This design comes from an exercise in tuning for small area on the open sky130 flow, not from production work. Function was checked by simulation only, so behaviour that the tests miss may differ from the original. No activity file was given, so power comes from the tool's default toggle rates.

==> inputs of job 8543 <==
// id_stage
module id_stage #(
  parameter int REGS  = 32,
  parameter int WIDTH = 32
) (
  input  logic             clk,
  input  logic             rst_n,
  input  logic [31:0]      InstrD,
  input  logic [WIDTH-1:0] PCPlus4D,
  input  logic             RegWriteW,
  input  logic [4:0]       WriteRegW,
  input  logic [WIDTH-1:0] ResultW,
  input  logic [WIDTH-1:0] ALUOutM,
  input  logic             ForwardAD,
  input  logic             ForwardBD,
  input  logic             FlushE,
  output logic [WIDTH-1:0] PCBranchD,
  output logic             PCSrcD,
  output logic [4:0]       RsD,
  output logic [4:0]       RtD,
  output logic             RegWriteE,
  output logic             MemtoRegE,
  output logic             MemWriteE,
  output logic             ALUSrcE,
  output logic             RegDstE,
  output logic [2:0]       ALUControlE,
  output logic [WIDTH-1:0] RD1E,
  output logic [WIDTH-1:0] RD2E,
  output logic [WIDTH-1:0] SignImmE,
  output logic [4:0]       RsE,
  output logic [4:0]       RtE,
  output logic [4:0]       RdE
);
==> module id_stage, before the edit <==
module id_stage #(
  parameter int REGS  = 32,
  parameter int WIDTH = 32
) (
  input  logic             clk,
  input  logic             rst_n,
  input  logic [31:0]      InstrD,
  input  logic [WIDTH-1:0] PCPlus4D,
  input  logic             RegWriteW,
  input  logic [4:0]       WriteRegW,
  input  logic [WIDTH-1:0] ResultW,
  input  logic [WIDTH-1:0] ALUOutM,
  input  logic             ForwardAD,
  input  logic             ForwardBD,
  input  logic             FlushE,
  output logic [WIDTH-1:0] PCBranchD,
  output logic             PCSrcD,
  output logic [4:0]       RsD,
  output logic [4:0]       RtD,
  output logic             RegWriteE,
  output logic             MemtoRegE,
  output logic             MemWriteE,
  output logic             ALUSrcE,
  output logic             RegDstE,
  output logic [2:0]       ALUControlE,
  output logic [WIDTH-1:0] RD1E,
  output logic [WIDTH-1:0] RD2E,
  output logic [WIDTH-1:0] SignImmE,
  output logic [4:0]       RsE,
  output logic [4:0]       RtE,
  output logic [4:0]       RdE
);
  typedef struct packed {
    logic             reg_write;
    logic             mem_to_reg;
    logic             mem_write;
    logic             alu_src;
    logic             reg_dst;
    logic [2:0]       alu_ctrl;
    logic [WIDTH-1:0] rd1;
    logic [WIDTH-1:0] rd2;
    logic [WIDTH-1:0] sign_imm;
    logic [4:0]       rs;
    logic [4:0]       rt;
    logic [4:0]       rd;
  } idex_t;
  logic [WIDTH-1:0] rf_q [REGS];
  idex_t            idex_q, idex_d;
  logic [5:0]       opcode, funct;
  logic             reg_write, mem_to_reg, mem_write, alu_src, reg_dst, branch, jump;
  logic [2:0]       alu_ctrl;
  logic [WIDTH-1:0] rd1, rd2, sign_imm, cmp_a, cmp_b;
  logic             equal_d;
  assign opcode   = InstrD[31:26];
  assign funct    = InstrD[5:0];
  assign RsD      = InstrD[25:21];
  assign RtD      = InstrD[20:16];
  assign sign_imm = {{(WIDTH-16){InstrD[15]}}, InstrD[15:0]};
  always_ff @(posedge clk or negedge rst_n) begin
    if (!rst_n) begin
      for (int i = 0; i < REGS; i++) rf_q[i] <= '0;
    end else if (RegWriteW && (WriteRegW != 5'd0)) begin
      rf_q[WriteRegW] <= ResultW;
    end
  end
  always_comb begin
    rd1 = '0;
    rd2 = '0;
    if (RsD != 5'd0) rd1 = (RegWriteW && (WriteRegW == RsD)) ? ResultW : rf_q[RsD];
    if (RtD != 5'd0) rd2 = (RegWriteW && (WriteRegW == RtD)) ? ResultW : rf_q[RtD];
  end
  always_comb begin
    reg_write  = 1'b0;
    mem_to_reg = 1'b0;
    mem_write  = 1'b0;
    alu_src    = 1'b0;
    reg_dst    = 1'b0;
    branch     = 1'b0;
    jump       = 1'b0;
    alu_ctrl   = 3'b000;
    case (opcode)
      6'b000000: begin
        reg_write = 1'b1;
        reg_dst   = 1'b1;
        case (funct)
          6'b100000: alu_ctrl = 3'b010;
          6'b100010: alu_ctrl = 3'b110;
          6'b100100: alu_ctrl = 3'b000;
          6'b100101: alu_ctrl = 3'b001;
          6'b101010: alu_ctrl = 3'b111;
          default: begin
            reg_write = 1'b0;
            reg_dst   = 1'b0;
          end
        endcase
      end
      6'b100011: begin
        reg_write  = 1'b1;
        mem_to_reg = 1'b1;
        alu_src    = 1'b1;
        alu_ctrl   = 3'b010;
      end
      6'b101011: begin
        mem_write = 1'b1;
        alu_src   = 1'b1;
        alu_ctrl  = 3'b010;
      end
      6'b001000: begin
        reg_write = 1'b1;
        alu_src   = 1'b1;
        alu_ctrl  = 3'b010;
      end
      6'b000100: begin
        branch   = 1'b1;
        alu_ctrl = 3'b110;
      end
      6'b000010: jump = 1'b1;
      default: ;
    endcase
  end
  assign cmp_a   = ForwardAD ? ALUOutM : rd1;
  assign cmp_b   = ForwardBD ? ALUOutM : rd2;
  assign equal_d = (cmp_a == cmp_b);
  assign PCSrcD  = (branch & equal_d) | jump;
  assign PCBranchD = jump ? {PCPlus4D[WIDTH-1:28], InstrD[25:0], 2'b00}
                          : PCPlus4D + {sign_imm[WIDTH-3:0], 2'b00};
  always_comb begin
    idex_d = '0;
    if (!FlushE) begin
      idex_d.reg_write  = reg_write;
      idex_d.mem_to_reg = mem_to_reg;
      idex_d.mem_write  = mem_write;
      idex_d.alu_src    = alu_src;
      idex_d.reg_dst    = reg_dst;
      idex_d.alu_ctrl   = alu_ctrl;
      idex_d.rd1        = rd1;
      idex_d.rd2        = rd2;
      idex_d.sign_imm   = sign_imm;
      idex_d.rs         = RsD;
      idex_d.rt         = RtD;
      idex_d.rd         = InstrD[15:11];
    end
  end
  always_ff @(posedge clk or negedge rst_n) begin
    if (!rst_n) idex_q <= '0;
    else        idex_q <= idex_d;
  end
  assign RegWriteE   = idex_q.reg_write;
  assign MemtoRegE   = idex_q.mem_to_reg;
  assign MemWriteE   = idex_q.mem_write;
  assign ALUSrcE     = idex_q.alu_src;
  assign RegDstE     = idex_q.reg_dst;
  assign ALUControlE = idex_q.alu_ctrl;
  assign RD1E        = idex_q.rd1;
  assign RD2E        = idex_q.rd2;
  assign SignImmE    = idex_q.sign_imm;
  assign RsE         = idex_q.rs;
  assign RtE         = idex_q.rt;
  assign RdE         = idex_q.rd;
endmodule
==> flow/config.mk <==
export PLATFORM = sky130hd
export DESIGN_NAME = id_stage
export DESIGN_NICKNAME = id_stage
export VERILOG_FILES = /design/flow/design.v
export SDC_FILE = /design/flow/constraint.sdc
export NUM_CORES = 4
export LEC_CHECK = 0
export CAP_MARGIN = 20
export CORE_MARGIN = 2
export CORE_UTILIZATION = 30
export SETUP_SLACK_MARGIN = 0.7
export SLEW_MARGIN = 20
==> flow/constraint.sdc <==
create_clock -name core_clock -period 9.0 [get_ports {clk}]
set_input_delay 1.8000 -clock core_clock [delete_from_list [all_inputs] [get_ports {clk}]]
set_output_delay 1.8000 -clock core_clock [all_outputs]
set_load 0.01 [all_outputs]
run.sh (not shown) runs the stock make flow with config.mk's settings and CLKGATE_MAP_FILE= SYNTH_SCRIPT=/design/flow/synth_recipe.tcl, a recipe that flattens the netlist after the stock synthesis.
==> inputs of job 4732, as changes to job 8543 <==
==> flow/design.v (replaced) <==
module id_stage #(
  parameter int REGS  = 32,
  parameter int WIDTH = 32
) (
  input  logic             clk,
  input  logic             rst_n,
  input  logic [31:0]      InstrD,
  input  logic [WIDTH-1:0] PCPlus4D,
  input  logic             RegWriteW,
  input  logic [4:0]       WriteRegW,
  input  logic [WIDTH-1:0] ResultW,
  input  logic [WIDTH-1:0] ALUOutM,
  input  logic             ForwardAD,
  input  logic             ForwardBD,
  input  logic             FlushE,
  output logic [WIDTH-1:0] PCBranchD,
  output logic             PCSrcD,
  output logic [4:0]       RsD,
  output logic [4:0]       RtD,
  output logic             RegWriteE,
  output logic             MemtoRegE,
  output logic             MemWriteE,
  output logic             ALUSrcE,
  output logic             RegDstE,
  output logic [2:0]       ALUControlE,
  output logic [WIDTH-1:0] RD1E,
  output logic [WIDTH-1:0] RD2E,
  output logic [WIDTH-1:0] SignImmE,
  output logic [4:0]       RsE,
  output logic [4:0]       RtE,
  output logic [4:0]       RdE
);
  localparam int N = REGS - 1;   
  logic [N*WIDTH-1:0] rf_q;       
  logic [N*WIDTH-1:0] rf_d;
  logic [N-1:0]       vld_q;      
  logic [N-1:0]       we, wen;
  logic [N:0]         sel1, sel2;  
  logic [5:0]       opcode, funct;
  logic [4:0]       rs, rt;
  logic             reg_write, mem_to_reg, mem_write, alu_src, reg_dst, branch, jump;
  logic [2:0]       alu_ctrl;
  logic [WIDTH-1:0] rd1, rd2, cmp_a, cmp_b;
  logic             byp1, byp2;
  logic             equal_d;
  assign opcode = InstrD[31:26];
  assign funct  = InstrD[5:0];
  assign rs     = InstrD[25:21];
  assign rt     = InstrD[20:16];
  assign RsD    = rs;
  assign RtD    = rt;
  assign byp1 = RegWriteW && (WriteRegW == rs) && (rs != 5'd0);
  assign byp2 = RegWriteW && (WriteRegW == rt) && (rt != 5'd0);
  always_comb begin
    for (int k = 1; k < REGS; k++) begin
      we[k-1]   = RegWriteW && (WriteRegW == k);
      wen[k-1]  = !(RegWriteW && (WriteRegW == k));
      sel1[k-1] = (rs == k) && vld_q[k-1] && !byp1;
      sel2[k-1] = (rt == k) && vld_q[k-1] && !byp2;
    end
    sel1[N] = byp1;
    sel2[N] = byp2;
  end
  always_ff @(posedge clk or negedge rst_n) begin
    if (!rst_n) vld_q <= '0;
    else        vld_q <= vld_q | we;
  end
  for (genvar k = 0; k < N; k++) begin : g_reg
    for (genvar b = 0; b < WIDTH; b++) begin : g_bit
      id_hold u_hold (.we(we[k]), .wen(wen[k]), .r(ResultW[b]), .q(rf_q[k*WIDTH+b]), .d(rf_d[k*WIDTH+b]));
    end
  end
  always_ff @(posedge clk) rf_q <= rf_d;
  id_rdport #(.N(N), .WIDTH(WIDTH)) u_rd1 (.sel(sel1), .r(ResultW), .q(rf_q), .y(rd1));
  id_rdport #(.N(N), .WIDTH(WIDTH)) u_rd2 (.sel(sel2), .r(ResultW), .q(rf_q), .y(rd2));
  always_comb begin
    reg_write  = 1'b0;
    mem_to_reg = 1'b0;
    mem_write  = 1'b0;
    alu_src    = 1'b0;
    reg_dst    = 1'b0;
    branch     = 1'b0;
    jump       = 1'b0;
    alu_ctrl   = 3'b000;
    case (opcode)
      6'b000000: begin
        reg_write = 1'b1;
        reg_dst   = 1'b1;
        case (funct)
          6'b100000: alu_ctrl = 3'b010;
          6'b100010: alu_ctrl = 3'b110;
          6'b100100: alu_ctrl = 3'b000;
          6'b100101: alu_ctrl = 3'b001;
          6'b101010: alu_ctrl = 3'b111;
          default: begin
            reg_write = 1'b0;
            reg_dst   = 1'b0;
          end
        endcase
      end
      6'b100011: begin
        reg_write  = 1'b1;
        mem_to_reg = 1'b1;
        alu_src    = 1'b1;
        alu_ctrl   = 3'b010;
      end
      6'b101011: begin
        mem_write = 1'b1;
        alu_src   = 1'b1;
        alu_ctrl  = 3'b010;
      end
      6'b001000: begin
        reg_write = 1'b1;
        alu_src   = 1'b1;
        alu_ctrl  = 3'b010;
      end
      6'b000100: begin
        branch   = 1'b1;
        alu_ctrl = 3'b110;
      end
      6'b000010: jump = 1'b1;
      default: ;
    endcase
  end
  assign cmp_a   = ForwardAD ? ALUOutM : rd1;
  assign cmp_b   = ForwardBD ? ALUOutM : rd2;
  assign equal_d = (cmp_a == cmp_b);
  assign PCSrcD  = (branch & equal_d) | jump;
  assign PCBranchD = jump ? {PCPlus4D[WIDTH-1:28], InstrD[25:0], 2'b00}
                          : PCPlus4D + {{(WIDTH-18){InstrD[15]}}, InstrD[15:0], 2'b00};
  logic [15:0] simm_q;
  always_ff @(posedge clk or negedge rst_n) begin
    if (!rst_n) begin
      RegWriteE   <= 1'b0;
      MemtoRegE   <= 1'b0;
      MemWriteE   <= 1'b0;
      ALUSrcE     <= 1'b0;
      RegDstE     <= 1'b0;
      ALUControlE <= 3'b000;
      RD1E        <= '0;
      RD2E        <= '0;
      simm_q      <= '0;
      RsE         <= '0;
      RtE         <= '0;
    end else if (FlushE) begin
      RegWriteE   <= 1'b0;
      MemtoRegE   <= 1'b0;
      MemWriteE   <= 1'b0;
      ALUSrcE     <= 1'b0;
      RegDstE     <= 1'b0;
      ALUControlE <= 3'b000;
      RD1E        <= '0;
      RD2E        <= '0;
      simm_q      <= '0;
      RsE         <= '0;
      RtE         <= '0;
    end else begin
      RegWriteE   <= reg_write;
      MemtoRegE   <= mem_to_reg;
      MemWriteE   <= mem_write;
      ALUSrcE     <= alu_src;
      RegDstE     <= reg_dst;
      ALUControlE <= alu_ctrl;
      RD1E        <= rd1;
      RD2E        <= rd2;
      simm_q      <= InstrD[15:0];
      RsE         <= rs;
      RtE         <= rt;
    end
  end
  assign SignImmE = {{(WIDTH-16){simm_q[15]}}, simm_q};
  assign RdE      = simm_q[15:11];
endmodule
module id_hold (
  input  logic we,
  input  logic wen,
  input  logic r,
  input  logic q,
  output logic d
);
  assign d = (we & r) | (wen & q);
endmodule
module id_aoi222 (
  input  logic [2:0] s,
  input  logic [2:0] q,
  output logic       yn
);
  assign yn = !((s[0] & q[0]) | (s[1] & q[1]) | (s[2] & q[2]));
endmodule
module id_aoi22 (
  input  logic [1:0] s,
  input  logic [1:0] q,
  output logic       yn
);
  assign yn = !((s[0] & q[0]) | (s[1] & q[1]));
endmodule
module id_rdbit #(
  parameter int M = 32
) (
  input  logic [M-1:0] s,
  input  logic [M-1:0] q,
  output logic         y
);
  localparam int G3 = M / 3;
  localparam int R  = M % 3;
  localparam int G  = G3 + (R != 0 ? 1 : 0);
  logic [G-1:0] yn;
  for (genvar g = 0; g < G3; g++) begin : g_aoi
    id_aoi222 u_aoi (.s(s[3*g +: 3]), .q(q[3*g +: 3]), .yn(yn[g]));
  end
  if (R == 2) begin : g_r2
    id_aoi22 u_aoi (.s(s[3*G3 +: 2]), .q(q[3*G3 +: 2]), .yn(yn[G3]));
  end else if (R == 1) begin : g_r1
    assign yn[G3] = !(s[M-1] & q[M-1]);
  end
  assign y = !(&yn);
endmodule
module id_rdport #(
  parameter int N     = 31,
  parameter int WIDTH = 32
) (
  input  logic [N:0]         sel,
  input  logic [WIDTH-1:0]   r,
  input  logic [N*WIDTH-1:0] q,
  output logic [WIDTH-1:0]   y
);
  for (genvar b = 0; b < WIDTH; b++) begin : g_bit
    logic [N:0] qb;
    for (genvar k = 0; k < N; k++) begin : g_k
      assign qb[k] = q[k*WIDTH+b];
    end
    assign qb[N] = r[b];
    id_rdbit #(.M(N+1)) u_bit (.s(sel), .q(qb), .y(y[b]));
  end
endmodule
--- a/flow/config.mk
+++ b/flow/config.mk
@@ -9,4 +9,6 @@
 export CORE_MARGIN = 2
-export CORE_UTILIZATION = 30
-export SETUP_SLACK_MARGIN = 0.7
+export CORE_UTILIZATION = 55
+export SETUP_SLACK_MARGIN = 0.3
 export SLEW_MARGIN = 20
+export SYNTH_HIERARCHICAL = 1
+export SYNTH_MINIMUM_KEEP_SIZE = 0
==> summary.txt <==
metric	job 8543	job 4732
Outcome	no timing/DRC/antenna violations	no timing/DRC/antenna violations
Final Critical Period	8.47 ns	8.84 ns
Proportion of synthesized chip area in sequential cells	45.7%	50.2%
Net count after synthesis	5,681	4,115
Area added between synthesis and finish	22.6%	30.3%
Wire length of the first global-routing pass	484,000 µm	313,000 µm
Initial antenna violation count	38	14
First element of the critical path	InstrD[20]	InstrD[18]
Starting density of the core	30.2%	55.3%
Count of cell types in the netlist	105	58
Data arrival time of the worst path	6.67 ns	7.04 ns
Non-Clock Buffer Count	771	881
Non-clock inverter total of the final layout	27	47
Min-Delay Path Depth	2	1
RR Startpoint	rf_q[11][10]$_DFFE_PN0P_	vld_q[12]$_DFF_PN0_
Clock network fraction of total power	36.5%	37.0%
CP bufs+invs	4	5
CP Depth	15	20
Final cell count without fillers	8,619	6,056
Clock buffers	183	154
Share of the final layout cell area in multi-input gates	41.6%	38.1%
Met1 routed wirelength after detailed routing	130,000 µm	77,800 µm

-- separate check: timing with driven ports --
In the flow no input, the clock included, has a driving cell. The finished layouts below were timed again as built, in two steps.
Step 1 sets driving cells, clkbuf_16 on the clock port and buf_2 on the other inputs (assumed; they add their load-dependent delay and slew).
Step 2 adds t to the input delays and takes it off the output delays; t is the mean of the earliest and latest rising clock arrival at the registers after step 1. Input paths then give back, and output paths get back, about the clock's delay inside the block.
Slacks: ideal ports / drivers / drivers and shift; pairs: ideal ports / drivers.
run | t, ns | setup slack, ns | worst setup path at the end | cell pins on the clock port's net
job 8543 | 0.899 | 0.533 / 0.507 / 0.507 | input to output | 1
job 4732 | 0.768 | 0.165 / 0.136 / 0.136 | input to output | 1
After both steps setup and hold are still met in every run listed. For job 4732, which loses most, drivers alone change the setup slack by -0.029 ns; drivers and shift together by -0.029 ns.
